This is an optimization exercise on Yosys and OpenROAD, whose aim is small area, not a production implementation. Only simulation tests tie the RTL to the original design; equivalence was not proved.

==> inputs of job 1058 <==
==> flow/design.v <==
`timescale 1ns/1ps
module fetch_pc_stage (
  input  logic           clk_in,
  input  logic           rst_N_in,       
  input  logic           next_valid,
  input  logic [63:2]    next_pc,        
  input  logic           redirect_valid,
  input  logic [82:0]    redirect,       
  input  logic           l1i_req_ready,
  input  logic           l1i_valid,
  output logic           l1i_req_valid,
  output logic [63:0]    l1i_req_addr,
  output logic           line_valid,
  output logic [63:2]    cur_pc          
);
  logic              boot_q;          
  logic              pend_q;          
  logic [63:2]       addr_q;
  logic              outstanding_q;   
  logic [2:0]        stale_q;         
  logic [2:0]        stale_d;
  logic              req_fire;
  logic              resp_live;
  logic              live_after;
  logic [63:2]       redirect_pc;
  assign redirect_pc = redirect[82:21] + {{43{redirect[18]}}, redirect[18:0]};
  assign l1i_req_valid = pend_q || (next_valid && !redirect_valid);
  assign l1i_req_addr  = {next_pc, 2'b00};
  assign req_fire      = l1i_req_valid && l1i_req_ready;
  assign resp_live  = l1i_valid && outstanding_q && (stale_q == 3'd0);
  assign live_after = (outstanding_q && !resp_live) || req_fire;
  always_comb begin
    stale_d = stale_q;
    if (l1i_valid && stale_q != 3'd0) stale_d = stale_d - 3'd1;
    if (redirect_valid) begin
      stale_d = stale_d + 3'(outstanding_q && !resp_live) + 3'(req_fire);
    end
  end
  assign line_valid = resp_live;
  assign cur_pc     = addr_q;
  always_ff @(posedge clk_in) begin
    if (rst_N_in) begin
      boot_q        <= 1'b1;
      pend_q        <= 1'b0;
      outstanding_q <= 1'b0;
      stale_q       <= 3'd0;
    end else begin
      boot_q  <= 1'b0;
      stale_q <= stale_d;
      if (resp_live) outstanding_q <= 1'b0;
      if (req_fire) outstanding_q <= 1'b1;
      if (redirect_valid) begin
        pend_q <= 1'b1;
        if (live_after) outstanding_q <= 1'b0;
      end else if (boot_q) begin
        pend_q <= 1'b1;
      end else begin
        pend_q <= l1i_req_valid && !l1i_req_ready;
      end
    end
  end
  always_ff @(posedge clk_in) begin
    if (redirect_valid) addr_q <= redirect_pc;
    else if (boot_q) addr_q <= '0;
    else addr_q <= next_pc;
  end
endmodule
`timescale 1ns/1ps
module predecode_stage (
  input  logic           clk_in,
  input  logic           rst_N_in,       
  input  logic           line_valid,
  input  logic [511:0]   line,           
  input  logic [3:0]     word_idx,       
  input  logic           flush,
  output logic           dec_valid,
  output logic [11:0]    dec_kind,       
  output logic [103:0]   dec_imm         
);
  localparam logic [2:0] K_NONE  = 3'd0;
  localparam logic [2:0] K_B     = 3'd1;
  localparam logic [2:0] K_BL    = 3'd2;
  localparam logic [2:0] K_RET   = 3'd3;
  localparam logic [2:0] K_BCOND = 3'd4;
  logic [11:0]  kind_d;
  logic [103:0] imm_d;
  logic [32*7-1:0] quad;
  logic [32*4-1:0] wsel;
  always_comb begin
    for (int j = 0; j < 7; j++) begin
      case (word_idx[3:2])
        2'd0:    quad[32*j +: 32] = line[32*j +: 32];
        2'd1:    quad[32*j +: 32] = line[32*(j+4) +: 32];
        2'd2:    quad[32*j +: 32] = line[32*(j+8) +: 32];
        default: quad[32*j +: 32] = (j < 4) ? line[32*(j+12) +: 32] : 32'd0;   
      endcase
    end
    for (int j = 0; j < 4; j++) begin
      case (word_idx[1:0])
        2'd0:    wsel[32*j +: 32] = quad[32*j +: 32];
        2'd1:    wsel[32*j +: 32] = quad[32*(j+1) +: 32];
        2'd2:    wsel[32*j +: 32] = quad[32*(j+2) +: 32];
        default: wsel[32*j +: 32] = quad[32*(j+3) +: 32];
      endcase
    end
  end
  for (genvar i = 0; i < 4; i++) begin : g_slot
    logic [31:0] w;
    assign w = wsel[32*i +: 32];
    always_comb begin
      kind_d[3*i +: 3] = K_NONE;
      if (w[31:26] == 6'b000101) kind_d[3*i +: 3] = K_B;
      else if (w[31:26] == 6'b100101) kind_d[3*i +: 3] = K_BL;
      else if (w[31:10] == 22'b1101011001011111000000 && w[4:0] == 5'd0) kind_d[3*i +: 3] = K_RET;
      else if (w[31:24] == 8'b01010100 && !w[4]) kind_d[3*i +: 3] = K_BCOND;
    end
    assign imm_d[26*i +: 26] = w[25:0];
  end
  always_ff @(posedge clk_in) begin
    if (rst_N_in) dec_valid <= 1'b0;
    else          dec_valid <= line_valid && !flush;
  end
  always_ff @(posedge clk_in) begin
    dec_kind <= kind_d;
    dec_imm  <= imm_d;
  end
endmodule
`timescale 1ns/1ps
module gshare_pht (
  input  logic           clk_in,
  input  logic           rst_N_in,       
  input  logic [1:0]     lookup_grp,     
  input  logic [3:0]     lookup_word,    
  output logic [3:0]     lookup_taken,
  input  logic           train_valid,
  input  logic [5:0]     train_idx,      
  input  logic           train_taken
);
  logic [3:0]    ghr_q;                
  logic [2047:0] pht_q;                
  logic [127:0]  row;                  
  logic [15:0]   grp;                  
  logic [1:0]    ctr;                  
  logic [1:0]    wdata;
  logic [1023:0] we;
  always_comb begin
    row = '0;
    for (int g = 0; g < 16; g++) begin
      if (ghr_q == 4'(g)) row = row | pht_q[128*g +: 128];
    end
  end
  always_comb begin
    for (int k = 0; k < 16; k++) grp[k] = row[2*(16*lookup_grp + k) + 1];
  end
  always_comb begin
    for (int i = 0; i < 4; i++) lookup_taken[i] = grp[lookup_word + 4'(i)];
  end
  assign ctr = row[2*train_idx +: 2];
  always_comb begin
    if (rst_N_in) wdata = 2'b01;
    else wdata = {(ctr[1] & ctr[0]) | (ctr[1] & train_taken) | (ctr[0] & train_taken),
                  (ctr[1] & ~ctr[0]) | (ctr[1] & train_taken) | (~ctr[0] & train_taken)};
  end
  logic [15:0] row_sel;
  logic [63:0] col_sel;
  always_comb begin
    for (int g = 0; g < 16; g++) row_sel[g] = rst_N_in || (train_valid && ghr_q == 4'(g));
    for (int p = 0; p < 64; p++) col_sel[p] = rst_N_in || (train_idx == 6'(p));
    for (int e = 0; e < 1024; e++) we[e] = row_sel[e >> 6] && col_sel[e % 64];
  end
  always_ff @(posedge clk_in) begin
    for (int e = 0; e < 1024; e++) begin
      if (we[e]) pht_q[2*e +: 2] <= wdata;
    end
  end
  always_ff @(posedge clk_in) begin
    if (rst_N_in) ghr_q <= '0;
    else if (train_valid) ghr_q <= {ghr_q[2:0], train_taken};
  end
endmodule
`timescale 1ns/1ps
module return_stack (
  input  logic           clk_in,
  input  logic           rst_N_in,       
  input  logic           push,
  input  logic [63:2]    push_addr,
  input  logic           pop,
  output logic [63:2]    top
);
  logic [62*8-1:0] mem_q;
  logic [2:0]      tos_q;      
  logic [3:0]      cnt_q;      
  logic [2:0]      tos_up;
  assign tos_up = tos_q + 3'd1;
  always_comb begin
    top = '0;                  
    for (int k = 0; k < 8; k++) begin
      if (cnt_q != 4'd0 && tos_q == 3'(k)) top = top | mem_q[62*k +: 62];
    end
  end
  always_ff @(posedge clk_in) begin
    if (rst_N_in) begin
      tos_q <= '0;
      cnt_q <= '0;
    end else if (push) begin
      tos_q <= tos_up;
      if (cnt_q != 4'd8) cnt_q <= cnt_q + 4'd1;
    end else if (pop && cnt_q != 4'd0) begin
      tos_q <= tos_q - 3'd1;
      cnt_q <= cnt_q - 4'd1;
    end
  end
  always_ff @(posedge clk_in) begin
    for (int k = 0; k < 8; k++) begin
      if (push && tos_up == 3'(k)) mem_q[62*k +: 62] <= push_addr;
    end
  end
endmodule
`timescale 1ns/1ps
module branch_pred (
  input  logic           clk_in,
  input  logic           rst_N_in,           
  output logic           l1i_req_valid,
  output logic [63:0]    l1i_req_addr,
  input  logic           l1i_req_ready,
  input  logic           l1i_valid,
  input  logic [511:0]   l1i_line,           
  input  logic           x_resolve_valid,
  input  logic [64:0]    x_resolve,          
  input  logic           x_redirect_valid,
  input  logic [82:0]    x_redirect,         
  output logic           window_valid,
  output logic [354:0]   window,             
  output logic [63:0]    pred_pc
);
  localparam logic [2:0] K_B     = 3'd1;
  localparam logic [2:0] K_BL    = 3'd2;
  localparam logic [2:0] K_RET   = 3'd3;
  localparam logic [2:0] K_BCOND = 3'd4;
  logic          line_valid;
  logic [63:2]   cur_pc;           
  logic [63:2]   next_pc;
  logic          dec_valid;
  logic [11:0]   dec_kind;
  logic [103:0]  dec_imm;
  logic [3:0]    slot_taken;
  logic [63:2]   ras_top;
  logic          ras_push;
  logic          ras_pop;
  logic [63:2]   push_addr;
  logic [3:0]    s;                
  logic [3:0]    alive;            
  logic [3:0]    term;             
  logic [3:0]    is_bl, is_ret;
  logic [63:2]   tgt [4];          
  logic [63:2]   seq_pc;
  logic [63:6]   line_up;          
  assign s = cur_pc[5:2];
  fetch_pc_stage u_fetch (
    .clk_in(clk_in), .rst_N_in(rst_N_in),
    .next_valid(dec_valid), .next_pc(next_pc),
    .redirect_valid(x_redirect_valid), .redirect(x_redirect),
    .l1i_req_ready(l1i_req_ready), .l1i_valid(l1i_valid),
    .l1i_req_valid(l1i_req_valid), .l1i_req_addr(l1i_req_addr),
    .line_valid(line_valid), .cur_pc(cur_pc)
  );
  predecode_stage u_predecode (
    .clk_in(clk_in), .rst_N_in(rst_N_in),
    .line_valid(line_valid), .line(l1i_line), .word_idx(s),
    .flush(x_redirect_valid),
    .dec_valid(dec_valid), .dec_kind(dec_kind), .dec_imm(dec_imm)
  );
  gshare_pht u_pht (
    .clk_in(clk_in), .rst_N_in(rst_N_in),
    .lookup_grp(cur_pc[7:6]), .lookup_word(s), .lookup_taken(slot_taken),
    .train_valid(x_resolve_valid), .train_idx(x_resolve[8:3]), .train_taken(x_resolve[0])
  );
  return_stack u_ras (
    .clk_in(clk_in), .rst_N_in(rst_N_in),
    .push(ras_push), .push_addr(push_addr),
    .pop(ras_pop), .top(ras_top)
  );
  logic [63:28]  hi, hi_up, hi_dn;
  logic [27:6]   mid_up;
  assign hi     = cur_pc[63:28];
  assign hi_up  = hi + 36'd1;
  assign hi_dn  = hi - 36'd1;
  assign mid_up = cur_pc[27:6] + 22'd1;
  assign line_up = (&cur_pc[27:6]) ? {hi_up, 22'd0} : {hi, mid_up};
  always_comb begin
    logic        live;
    logic [2:0]  k;
    logic [25:0] imm;
    logic [25:0] off;
    logic [26:0] lo;
    logic        jmp, up, dn;
    live    = 1'b1;
    window  = '0;
    window[354:291] = {cur_pc, 2'b00};
    for (int i = 0; i < 4; i++) begin
      k         = dec_kind[3*i +: 3];
      imm       = dec_imm[26*i +: 26];
      live      = live && (i == 0 || 5'(s) + 5'(i) < 5'd16);
      alive[i]  = live;
      is_bl[i]  = live && k == K_BL;
      is_ret[i] = live && k == K_RET;
      term[i]   = live && (k == K_B || k == K_BL || k == K_RET || (k == K_BCOND && slot_taken[i]));
      off       = (k == K_BCOND) ? {{7{imm[23]}}, imm[23:5]} : imm;
      lo        = {1'b0, cur_pc[27:6], s + 4'(i)} + {1'b0, off};
      jmp       = live && (k == K_B || k == K_BL || k == K_BCOND);
      up        = lo[26] && !off[25];
      dn        = !lo[26] && off[25];
      tgt[i][27:2]  = ({26{jmp}} & lo[25:0]) | ({26{is_ret[i]}} & ras_top[27:2]);
      tgt[i][63:28] = ({36{jmp && up}} & hi_up) | ({36{jmp && dn}} & hi_dn)
                    | ({36{jmp && !up && !dn}} & hi) | ({36{is_ret[i]}} & ras_top[63:28]);
      if (live) begin
        window[290:288]        = 3'(i + 1);
        window[72*i + 69 +: 3] = k;
        window[72*i + 68]      = (k == K_BCOND) && slot_taken[i];
        window[72*i + 64 +: 4] = (k == K_BCOND) ? imm[3:0] : 4'd0;
      end
      window[72*i +: 64] = {tgt[i], 2'b00};
      live = live && !term[i];
    end
  end
  logic [4:0] seq_word;
  assign seq_word = 5'(s) + 5'(window[290:288]);    
  assign seq_pc   = seq_word[4] ? {line_up, 4'd0} : {cur_pc[63:6], seq_word[3:0]};
  always_comb begin
    next_pc = (!dec_valid) ? cur_pc : (term == 4'd0) ? seq_pc : '0;
    for (int i = 0; i < 4; i++) if (dec_valid && term[i]) next_pc = next_pc | tgt[i];
  end
  assign pred_pc   = {next_pc, 2'b00};
  assign push_addr = seq_pc;
  assign ras_push     = dec_valid && (is_bl != 4'd0);
  assign ras_pop      = dec_valid && (is_ret != 4'd0);
  assign window_valid = dec_valid;
endmodule
==> flow/flow/run.sh <==
#!/bin/bash
# The standard layout (standard.sh) with these changes: ABC maps the logic
# with dc2 and the &nf mapper (flow/abc_area_nf.script); the ports are buffered
# with buf_1; the clock tree uses clkbuf_8 in clusters of at most 16 sinks and no dummy loads.  The
# synthesis script is the standard flow's own with the abc override inserted after its
# first line.
set -euo pipefail
here=$(pwd)
export MY_ABC_SCRIPT=$here/flow/abc_area_nf.script
{ head -n 1 synth_recipe.tcl; cat flow/abc_override.tcl; tail -n +2 synth_recipe.tcl; } > synth_nf.tcl
bash standard.sh SYNTH_SCRIPT=$here/synth_nf.tcl \
  "BUFFER_PORTS_ARGS=-buffer_cell sky130_fd_sc_hd__buf_1" \
  "CTS_ARGS=-sink_clustering_enable -repair_clock_nets -buf_list {sky130_fd_sc_hd__clkbuf_8} -dont_use_dummy_load -sink_clustering_size 16 -sink_clustering_max_diameter 60" \
  finish > $here/make_flow.log 2>&1
==> flow/flow/abc_area_nf.script <==
strash; dc2; &get -n; &st; &dch; &nf -R 1000; &put
==> flow/flow/abc_override.tcl <==
# ABC maps the logic with the script in MY_ABC_SCRIPT instead of the
# platform's; everything else in synthesis, flip-flop mapping included, stays.
proc abc {args} {
  set i [lsearch -exact $args -script]
  if { $i >= 0 && [info exists ::env(MY_ABC_SCRIPT)] } { lset args [expr {$i + 1}] $::env(MY_ABC_SCRIPT) }
  yosys abc {*}$args
}
==> flow/standard.sh <==
#!/bin/bash
# synth_recipe.tcl (not shown) runs the flow's synth.tcl, then flattens the netlist and writes it again
# the make line also repeats each setting of config.mk as NAME=value (left out here)
make -C /OpenROAD-flow-scripts/flow DESIGN_CONFIG=/design/flow/config.mk WORK_HOME=/design/flow/orfs CLKGATE_MAP_FILE= SYNTH_SCRIPT=/design/flow/synth_recipe.tcl "${@:-finish}"
==> flow/config.mk <==
export PLATFORM = sky130hd
export DESIGN_NAME = branch_pred
export DESIGN_NICKNAME = branch_pred
export VERILOG_FILES = /design/flow/design.v
export SDC_FILE = /design/flow/constraint.sdc
export NUM_CORES = 4
export LEC_CHECK = 0
export ABC_AREA = 1
export CAP_MARGIN = 30
export CELL_PAD_IN_SITES_DETAIL_PLACEMENT = 1
export CELL_PAD_IN_SITES_GLOBAL_PLACEMENT = 2
export CORE_MARGIN = 2
export CORE_UTILIZATION = 35
export PLACE_DENSITY = 0.5
export SETUP_SLACK_MARGIN = 0.2
export SLEW_MARGIN = 45
==> flow/constraint.sdc <==
create_clock -name core_clock -period 12.0 [get_ports {clk_in}]
set_input_delay 2.4000 -clock core_clock [delete_from_list [all_inputs] [get_ports {clk_in}]]
set_output_delay 2.4000 -clock core_clock [all_outputs]
set_load 0.01 [all_outputs]
==> job 8884: changes against job 1058 <==
==> flow/design.v, changed modules only <==
module fetch_pc_stage (
  input  logic           clk_in,
  input  logic           rst_N_in,       
  input  logic           next_valid,
  input  logic [63:2]    next_pc,        
  input  logic           redirect_valid,
  input  logic [82:0]    redirect,       
  input  logic           l1i_req_ready,
  input  logic           l1i_valid,
  output logic           l1i_req_valid,
  output logic [63:0]    l1i_req_addr,
  output logic           line_valid,
  output logic [63:2]    cur_pc          
);
  logic              boot_q;          
  logic              pend_q;          
  logic [63:2]       addr_q;
  logic              outstanding_q;   
  logic [2:0]        stale_q;         
  logic [2:0]        stale_d;
  logic              req_fire;
  logic              resp_live;
  logic              live_after;
  logic [63:2]       redirect_pc;
  logic [19:0] rc;
  logic [20:2] rlo;
  logic [63:21] rhi, rhi_up, rhi_dn;
  always_comb begin
    rc[0] = 1'b0;
    for (int b = 0; b < 19; b++) begin
      rlo[2 + b] = redirect[21 + b] ^ redirect[b] ^ rc[b];
      rc[b+1]    = (redirect[21 + b] & redirect[b]) | (redirect[21 + b] & rc[b]) | (redirect[b] & rc[b]);
    end
  end
  assign rhi    = redirect[82:40];
  assign rhi_up = rhi + 43'd1;
  assign rhi_dn = rhi - 43'd1;
  assign redirect_pc = {(rc[19] && !redirect[18]) ? rhi_up : (!rc[19] && redirect[18]) ? rhi_dn : rhi, rlo};
  assign l1i_req_valid = pend_q || (next_valid && !redirect_valid);
  assign l1i_req_addr  = {next_pc, 2'b00};
  assign req_fire      = l1i_req_valid && l1i_req_ready;
  assign resp_live  = l1i_valid && outstanding_q && (stale_q == 3'd0);
  assign live_after = (outstanding_q && !resp_live) || req_fire;
  always_comb begin
    stale_d = stale_q;
    if (l1i_valid && stale_q != 3'd0) stale_d = stale_d - 3'd1;
    if (redirect_valid) begin
      stale_d = stale_d + 3'(outstanding_q && !resp_live) + 3'(req_fire);
    end
  end
  assign line_valid = resp_live;
  assign cur_pc     = addr_q;
  always_ff @(posedge clk_in) begin
    if (rst_N_in) begin
      boot_q        <= 1'b1;
      pend_q        <= 1'b0;
      outstanding_q <= 1'b0;
      stale_q       <= 3'd0;
    end else begin
      boot_q  <= 1'b0;
      stale_q <= stale_d;
      if (resp_live) outstanding_q <= 1'b0;
      if (req_fire) outstanding_q <= 1'b1;
      if (redirect_valid) begin
        pend_q <= 1'b1;
        if (live_after) outstanding_q <= 1'b0;
      end else if (boot_q) begin
        pend_q <= 1'b1;
      end else begin
        pend_q <= l1i_req_valid && !l1i_req_ready;
      end
    end
  end
  always_ff @(posedge clk_in) begin
    if (redirect_valid) addr_q <= redirect_pc;
    else if (boot_q) addr_q <= '0;
    else addr_q <= next_pc;
  end
endmodule
module predecode_stage (
  input  logic           clk_in,
  input  logic           rst_N_in,       
  input  logic           line_valid,
  input  logic [511:0]   line,           
  input  logic [3:0]     word_idx,       
  input  logic [14:6]    pc_mid,         
  input  logic           flush,
  output logic           dec_valid,
  output logic [11:0]    dec_kind,       
  output logic [15:0]    dec_cond,       
  output logic [103:0]   dec_sum,        
  output logic [3:0]     dec_carry       
);
  localparam logic [2:0] K_NONE  = 3'd0;
  localparam logic [2:0] K_B     = 3'd1;
  localparam logic [2:0] K_BL    = 3'd2;
  localparam logic [2:0] K_RET   = 3'd3;
  localparam logic [2:0] K_BCOND = 3'd4;
  logic [11:0]  kind_d;
  logic [15:0]  cond_d;
  logic [103:0] sum_d;
  logic [3:0]   carry_d;
  logic [32*7-1:0] quad;
  logic [32*4-1:0] wsel;
  always_comb begin
    for (int j = 0; j < 7; j++) begin
      case (word_idx[3:2])
        2'd0:    quad[32*j +: 32] = line[32*j +: 32];
        2'd1:    quad[32*j +: 32] = line[32*(j+4) +: 32];
        2'd2:    quad[32*j +: 32] = line[32*(j+8) +: 32];
        default: quad[32*j +: 32] = (j < 4) ? line[32*(j+12) +: 32] : 32'd0;   
      endcase
    end
    for (int j = 0; j < 4; j++) begin
      case (word_idx[1:0])
        2'd0:    wsel[32*j +: 32] = quad[32*j +: 32];
        2'd1:    wsel[32*j +: 32] = quad[32*(j+1) +: 32];
        2'd2:    wsel[32*j +: 32] = quad[32*(j+2) +: 32];
        default: wsel[32*j +: 32] = quad[32*(j+3) +: 32];
      endcase
    end
  end
  for (genvar i = 0; i < 4; i++) begin : g_slot
    logic [31:0] w;
    assign w = wsel[32*i +: 32];
    always_comb begin
      kind_d[3*i +: 3] = K_NONE;
      if (w[31:26] == 6'b000101) kind_d[3*i +: 3] = K_B;
      else if (w[31:26] == 6'b100101) kind_d[3*i +: 3] = K_BL;
      else if (w[31:10] == 22'b1101011001011111000000 && w[4:0] == 5'd0) kind_d[3*i +: 3] = K_RET;
      else if (w[31:24] == 8'b01010100 && !w[4]) kind_d[3*i +: 3] = K_BCOND;
    end
    logic [25:0] off;
    logic [13:0] c;
    logic [12:0] a;
    logic [12:0] sl;
    assign off = (kind_d[3*i +: 3] == K_BCOND) ? {{7{w[23]}}, w[23:5]} : w[25:0];
    assign a   = {pc_mid, word_idx + 4'(i)};
    always_comb begin
      c[0] = 1'b0;
      for (int b = 0; b < 13; b++) begin
        sl[b]  = a[b] ^ off[b] ^ c[b];
        c[b+1] = (a[b] & off[b]) | (a[b] & c[b]) | (off[b] & c[b]);
      end
    end
    assign sum_d[26*i +: 26] = {off[25:13], sl};
    assign carry_d[i] = c[13];
    assign cond_d[4*i +: 4] = w[3:0];
  end
  always_ff @(posedge clk_in) begin
    if (rst_N_in) dec_valid <= 1'b0;
    else          dec_valid <= line_valid && !flush;
  end
  always_ff @(posedge clk_in) begin
    dec_kind  <= kind_d;
    dec_cond  <= cond_d;
    dec_sum   <= sum_d;
    dec_carry <= carry_d;
  end
endmodule
module branch_pred (
  input  logic           clk_in,
  input  logic           rst_N_in,           
  output logic           l1i_req_valid,
  output logic [63:0]    l1i_req_addr,
  input  logic           l1i_req_ready,
  input  logic           l1i_valid,
  input  logic [511:0]   l1i_line,           
  input  logic           x_resolve_valid,
  input  logic [64:0]    x_resolve,          
  input  logic           x_redirect_valid,
  input  logic [82:0]    x_redirect,         
  output logic           window_valid,
  output logic [354:0]   window,             
  output logic [63:0]    pred_pc
);
  localparam logic [2:0] K_B     = 3'd1;
  localparam logic [2:0] K_BL    = 3'd2;
  localparam logic [2:0] K_RET   = 3'd3;
  localparam logic [2:0] K_BCOND = 3'd4;
  logic          line_valid;
  logic [63:2]   cur_pc;           
  logic [63:2]   next_pc;
  logic          dec_valid;
  logic [11:0]   dec_kind;
  logic [15:0]   dec_cond;
  logic [103:0]  dec_sum;
  logic [3:0]    dec_carry;
  logic [3:0]    slot_taken;
  logic [63:2]   ras_top;
  logic          ras_push;
  logic          ras_pop;
  logic [63:2]   push_addr;
  logic [3:0]    s;                
  logic [3:0]    alive;            
  logic [3:0]    term;             
  logic [3:0]    is_bl, is_ret;
  logic [63:2]   tgt [4];          
  logic [63:2]   seq_pc;
  logic [63:6]   line_up;          
  assign s = cur_pc[5:2];
  fetch_pc_stage u_fetch (
    .clk_in(clk_in), .rst_N_in(rst_N_in),
    .next_valid(dec_valid), .next_pc(next_pc),
    .redirect_valid(x_redirect_valid), .redirect(x_redirect),
    .l1i_req_ready(l1i_req_ready), .l1i_valid(l1i_valid),
    .l1i_req_valid(l1i_req_valid), .l1i_req_addr(l1i_req_addr),
    .line_valid(line_valid), .cur_pc(cur_pc)
  );
  predecode_stage u_predecode (
    .clk_in(clk_in), .rst_N_in(rst_N_in),
    .line_valid(line_valid), .line(l1i_line), .word_idx(s), .pc_mid(cur_pc[14:6]),
    .flush(x_redirect_valid),
    .dec_valid(dec_valid), .dec_kind(dec_kind), .dec_cond(dec_cond),
    .dec_sum(dec_sum), .dec_carry(dec_carry)
  );
  gshare_pht u_pht (
    .clk_in(clk_in), .rst_N_in(rst_N_in),
    .lookup_grp(cur_pc[7:6]), .lookup_word(s), .lookup_taken(slot_taken),
    .train_valid(x_resolve_valid), .train_idx(x_resolve[8:3]), .train_taken(x_resolve[0])
  );
  return_stack u_ras (
    .clk_in(clk_in), .rst_N_in(rst_N_in),
    .push(ras_push), .push_addr(push_addr),
    .pop(ras_pop), .top(ras_top)
  );
  logic [63:28]  hi, hi_up, hi_dn;
  logic [27:6]   mid_up;
  assign hi     = cur_pc[63:28];
  assign hi_up  = hi + 36'd1;
  assign hi_dn  = hi - 36'd1;
  assign mid_up = cur_pc[27:6] + 22'd1;
  assign line_up = (&cur_pc[27:6]) ? {hi_up, 22'd0} : {hi, mid_up};
  always_comb begin
    logic        live;
    logic [2:0]  k;
    logic [12:0] offh;
    logic [13:0] c;
    logic [26:0] lo;
    logic        jmp, up, dn;
    live    = 1'b1;
    window  = '0;
    window[354:291] = {cur_pc, 2'b00};
    for (int i = 0; i < 4; i++) begin
      k         = dec_kind[3*i +: 3];
      live      = live && (i == 0 || 5'(s) + 5'(i) < 5'd16);
      alive[i]  = live;
      is_bl[i]  = live && k == K_BL;
      is_ret[i] = live && k == K_RET;
      term[i]   = live && (k == K_B || k == K_BL || k == K_RET || (k == K_BCOND && slot_taken[i]));
      offh      = dec_sum[26*i + 13 +: 13];
      c[0]      = dec_carry[i];
      for (int b = 0; b < 13; b++) begin
        lo[13 + b] = cur_pc[15 + b] ^ offh[b] ^ c[b];
        c[b+1]     = (cur_pc[15 + b] & offh[b]) | (cur_pc[15 + b] & c[b]) | (offh[b] & c[b]);
      end
      lo[12:0]  = dec_sum[26*i +: 13];
      lo[26]    = c[13];
      jmp       = live && (k == K_B || k == K_BL || k == K_BCOND);
      up        = lo[26] && !offh[12];
      dn        = !lo[26] && offh[12];
      tgt[i][27:2]  = ({26{jmp}} & lo[25:0]) | ({26{is_ret[i]}} & ras_top[27:2]);
      tgt[i][63:28] = ({36{jmp && up}} & hi_up) | ({36{jmp && dn}} & hi_dn)
                    | ({36{jmp && !up && !dn}} & hi) | ({36{is_ret[i]}} & ras_top[63:28]);
      if (live) begin
        window[290:288]        = 3'(i + 1);
        window[72*i + 69 +: 3] = k;
        window[72*i + 68]      = (k == K_BCOND) && slot_taken[i];
        window[72*i + 64 +: 4] = (k == K_BCOND) ? dec_cond[4*i +: 4] : 4'd0;
      end
      window[72*i +: 64] = {tgt[i], 2'b00};
      live = live && !term[i];
    end
  end
  always_comb begin
    logic [4:0] nw;
    logic       wrap;
    logic [3:0] word;
    wrap = 1'b0;
    word  = '0;
    for (int j = 0; j < 4; j++) begin
      nw = 5'(s) + 5'(j + 1);                         
      if (alive[j] && (j == 3 || !alive[j + 1])) begin
        wrap = wrap | nw[4];
        word  = word | nw[3:0];
      end
    end
    seq_pc = wrap ? {line_up, 4'd0} : {cur_pc[63:6], word};
  end
  always_comb begin
    next_pc = (!dec_valid) ? cur_pc : (term == 4'd0) ? seq_pc : '0;
    for (int i = 0; i < 4; i++) if (dec_valid && term[i]) next_pc = next_pc | tgt[i];
  end
  assign pred_pc   = {next_pc, 2'b00};
  assign push_addr = seq_pc;
  assign ras_push     = dec_valid && (is_bl != 4'd0);
  assign ras_pop      = dec_valid && (is_ret != 4'd0);
  assign window_valid = dec_valid;
endmodule
CAP_MARGIN = 25   (was 30)
SETUP_SLACK_MARGIN = 0.1   (was 0.2)
SLEW_MARGIN = 35   (was 45)
==> impl_metrics.yaml <==
routing:
  route.met2.wl_mm: 286
cells_and_area:
  post-route-util: 0.409
placement:
  place_ws_ns: -1.98
floorplan:
  rows: 214
timing:
  min_period_over_period: 0.977
  hold_slack_ns: 0.473
status:
  outcome: "complete, no violations"
(the above is from job 8884)
==> impl_metrics.yaml <==
status:
  outcome: "complete, no violations"
floorplan:
  rows: 216
synth:
  yosysTopAreaCell: "edfxtp_1"
timing:
  hold_slack_ns: 0.485
power_and_ir_drop:
  seq_power_share: 0.525
cells_and_area:
  post-route-util: 0.414
routing:
  route.met2.wl_mm: 290
(the above is from job 1058)

re-timing with driven ports:
The flow's constraints put no driver on any port. The routed layouts listed below were extracted and timed again, unchanged, in two steps.
Step 1, drivers: a clkbuf_16 drives clk_in and a buf_2 each remaining input, both assumed.
Step 2 adds t to the input delays and takes it off the output delays; t is the mean of the earliest and latest rising clock arrival at the registers after step 1. Input paths then give back, and output paths get back, about the clock's delay inside the block.
Slacks: ideal / step 1 / step 2; pairs: ideal / step 1.
run | t, ns | setup WS [ns] | clock arrival spread, ns
job 1058 | 1.129 | 0.409 / 0.303 / 1.148 | 0.148 / 0.148
job 8884 | 1.142 | 0.274 / 0.157 / -0.774 | 0.176 / 0.176
Met with ideal ports but missed after step 2: setup timing in job 8884. For job 8884, which loses most, drivers alone change the setup slack by -0.117 ns; drivers and shift together by -1.048 ns.
